Source: an optimization exercise on an open RTL-to-GDS flow (aim: small area, a short achievable clock period and few clock cycles). Production flows keep margins and buffers that such runs may drop. RTL that was checked went through simulation tests only; none was proved equivalent to the original. Power and IR drop assume default switching activity.

== birch ==
Design buffet_top, start of the top module:
module buffet_top (
    input  logic                  clk,
    input  logic                  nreset_i,
    input  logic                  push_valid_i,
    input  buffet_pkg::data_t     push_data_i,
    input  logic                  credit_req_i,
    output logic                  credit_valid_o,
    output buffet_pkg::count_t    credit_o,
    input  logic                  read_valid_i,
    input  buffet_pkg::read_req_t read_req_i,
    output logic                  read_ready_o,
    output logic                  read_data_valid_o,
    output buffet_pkg::data_t     read_data_o,
    input  logic                  read_data_ready_i,
    input  logic                  update_valid_i,
    input  buffet_pkg::idx_t      update_offset_i,
    input  buffet_pkg::data_t     update_data_i
);
clock: 4.4 ns
lec_check: 0
abc_clock_period_in_ps: 2400
cap_margin: 20
core_margin: 2
core_utilization: 40
setup_slack_margin: 1.9
slew_margin: 20
run.sh (not shown) runs the stock make flow with config.mk's settings and CLKGATE_MAP_FILE= SYNTH_SCRIPT=/design/flow/synth_recipe.tcl, a recipe that flattens the netlist after the stock synthesis.
birch finished end to end and its layout was clean on timing, DRC and antenna.
Inputs modified between birch and maple:
# birch
export LEC_CHECK = 0
export ABC_CLOCK_PERIOD_IN_PS = 2400
export CAP_MARGIN = 20
export CORE_MARGIN = 2
export CORE_UTILIZATION = 40
export SETUP_SLACK_MARGIN = 1.9
export SLEW_MARGIN = 20
create_clock -name core_clock -period 4.4 [get_ports {clk}]
# maple
export LEC_CHECK = 0
export ABC_CLOCK_PERIOD_IN_PS = 2000
export CAP_MARGIN = 20
export CORE_MARGIN = 2
export CORE_UTILIZATION = 40
export SETUP_SLACK_MARGIN = 2.3
export SLEW_MARGIN = 20
create_clock -name core_clock -period 4.4 [get_ports {clk}]
[summary]
Going from birch to maple, initial antenna violation count grew by 3, multi-input logic area +about 9%.
maple has clock buffer instance count of the final layout below what birch had.
Going from birch to maple, share of the core filled with cells in the final layout went up by 3.1 points; sum of internal, switching and leakage power went up 9.5%.
Between birch and maple, the via count is lower for birch.
Function was not checked in any run of this note: the RTL went through the layout flow alone.

buffet_top, a different RTL version from the one above (not shown whole).
Size: roughly 1,800 cells after synthesis, roughly 27,000 µm² of cells after synthesis.
==> flow/config.mk <==
export PLATFORM = sky130hd
export DESIGN_NAME = buffet_top
export DESIGN_NICKNAME = buffet_top
export VERILOG_FILES = /design/flow/design.v
export SDC_FILE = /design/flow/constraint.sdc
export NUM_CORES = 4
export LEC_CHECK = 0
export ABC_CLOCK_PERIOD_IN_PS = 2200
export CAP_MARGIN = 20
export CORE_MARGIN = 2
export CORE_UTILIZATION = 40
export CTS_CLUSTER_DIAMETER = 100
export CTS_CLUSTER_SIZE = 30
export SETUP_SLACK_MARGIN = 2.2
export SLEW_MARGIN = 20
==> flow/constraint.sdc <==
create_clock -name core_clock -period 4.4 [get_ports {clk}]
set_input_delay 0.8800 -clock core_clock [delete_from_list [all_inputs] [get_ports {clk}]]
set_output_delay 0.8800 -clock core_clock [all_outputs]
set_load 0.01 [all_outputs]
standard.sh (not shown) runs the stock make flow with config.mk's settings and CLKGATE_MAP_FILE= SYNTH_SCRIPT=/design/flow/synth_recipe.tcl, a recipe that flattens the netlist after the stock synthesis.
==> flow/flow/run.sh <==
#!/bin/bash
# The standard layout, with three changes to how it is made: adders
# are left to ABC as plain gates (no full/half adder cells), sizing may
# change a cell's footprint, and the port buffers are buf_4 cells.
# make's output goes to make.log; each ORFS step keeps its own log under
# orfs/logs
set -euo pipefail
bash standard.sh ADDER_MAP_FILE= MATCH_CELL_FOOTPRINT=0 \
    "BUFFER_PORTS_ARGS=-buffer_cell sky130_fd_sc_hd__buf_4" finish > make.log 2>&1
Testbench counts at the start, summed over its fixed seeds: cycles 9,660.
Change:
--- a/flow/config.mk
+++ b/flow/config.mk
@@ -9,7 +9,7 @@
 export CAP_MARGIN = 20
 export CORE_MARGIN = 2
-export CORE_UTILIZATION = 40
-export CTS_CLUSTER_DIAMETER = 100
-export CTS_CLUSTER_SIZE = 30
+export CORE_UTILIZATION = 75
+export CTS_CLUSTER_DIAMETER = 80
+export CTS_CLUSTER_SIZE = 24
 export SETUP_SLACK_MARGIN = 2.2
 export SLEW_MARGIN = 20
Design area fell by about 2.3%.
Die area fell by 46%.
Worst setup slack gains 35 ps.
Power rose by about 1.8%.
Combinational power fell by about 2%.
Final cell count fell by 14%.
Synthesized cell count stays the same.
Change:
==> flow/config.mk (replaced) <==
export PLATFORM = sky130hd
export DESIGN_NAME = buffet_top
export DESIGN_NICKNAME = buffet_top
export VERILOG_FILES = /design/flow/design.v
export SDC_FILE = /design/flow/constraint.sdc
export NUM_CORES = 4
export LEC_CHECK = 0
export ABC_CLOCK_PERIOD_IN_PS = 2100
export CAP_MARGIN = 20
export CORE_MARGIN = 2
export CORE_UTILIZATION = 40
export SETUP_SLACK_MARGIN = 2.3
export SLEW_MARGIN = 20
Clock-buffer cell count increases by 44; critical path depth grows by 1; via count shrinks by 1.2%.
Change:
--- a/flow/config.mk
+++ b/flow/config.mk
@@ -6,8 +6,11 @@
 export NUM_CORES = 4
 export LEC_CHECK = 0
-export ABC_CLOCK_PERIOD_IN_PS = 2100
+export ABC_CLOCK_PERIOD_IN_PS = 2200
 export CAP_MARGIN = 20
 export CORE_MARGIN = 2
-export CORE_UTILIZATION = 40
-export SETUP_SLACK_MARGIN = 2.3
+export CORE_UTILIZATION = 60
+export CTS_CLUSTER_DIAMETER = 80
+export CTS_CLUSTER_SIZE = 24
+export SETUP_SLACK_MARGIN = 2.2
 export SLEW_MARGIN = 20
+export TNS_END_PERCENT = 5
=>
- The new run finished with timing, DRC and antenna clean
- total power decreases by about a fifth
- wire length decreases by about a fifth
- final area decreases by roughly a tenth
- clock skew decreases by 12 ps
- register-to-register slack loses 60 ps
Change:
--- a/flow/config.mk
+++ b/flow/config.mk
@@ -9,8 +9,7 @@
 export CAP_MARGIN = 20
 export CORE_MARGIN = 2
-export CORE_UTILIZATION = 60
+export CORE_UTILIZATION = 40
 export CTS_CLUSTER_DIAMETER = 80
 export CTS_CLUSTER_SIZE = 24
 export SETUP_SLACK_MARGIN = 2.2
 export SLEW_MARGIN = 20
-export TNS_END_PERCENT = 5
Synthesized area does not change. Wire length increases by 6.5%. Core utilization drops by 22 points. Hold slack is worse by 6.4 ps. Via count rises by 1.5%. Non-clock buffer count came out higher by 26. Total power rises by 1.9%. Global-route usage drops by 9.0 points.

[afterwards: timing with drivers on the ports]
Ports are ideal in the flow. The routed layouts listed here were re-timed in OpenROAD. Step 1: set_driving_cell puts a clkbuf_16 on clk and a buf_2 on each other input, an assumption about the parent block. Step 2 also shifts input and output timing later by t, the mid clock arrival at the registers, as if the neighbouring blocks saw the same clock. Three values: ideal ports, drivers, drivers and shift; two values: the first two.
run | t (ns) | setup slack, ns | worst data-port slew with drivers (ns) | pins driven straight from the clock port
birch | 0.664 | 1.759 / 1.759 / 1.313 | 0.07 | 1
maple | 0.653 | 1.686 / 1.686 / 1.336 | 0.07 | 1
the first run of note 2 | 0.675 | 2.075 / 2.075 / 1.574 | 0.09 | 1
the second run of note 2 | 0.613 | 2.111 / 2.111 / 1.579 | 0.09 | 1
the third run of note 2 | 0.671 | 2.061 / 2.061 / 1.570 | 0.11 | 1
the fourth run of note 2 | 0.645 | 1.997 / 1.997 / 1.468 | 0.08 | 1
the fifth run of note 2 | 0.650 | 2.121 / 2.121 / 1.537 | 0.11 | 1
After both steps setup and hold are still met in every run listed. For the fifth run of note 2, which loses most, drivers alone change the setup slack by 0.000 ns; drivers and shift together by -0.584 ns.
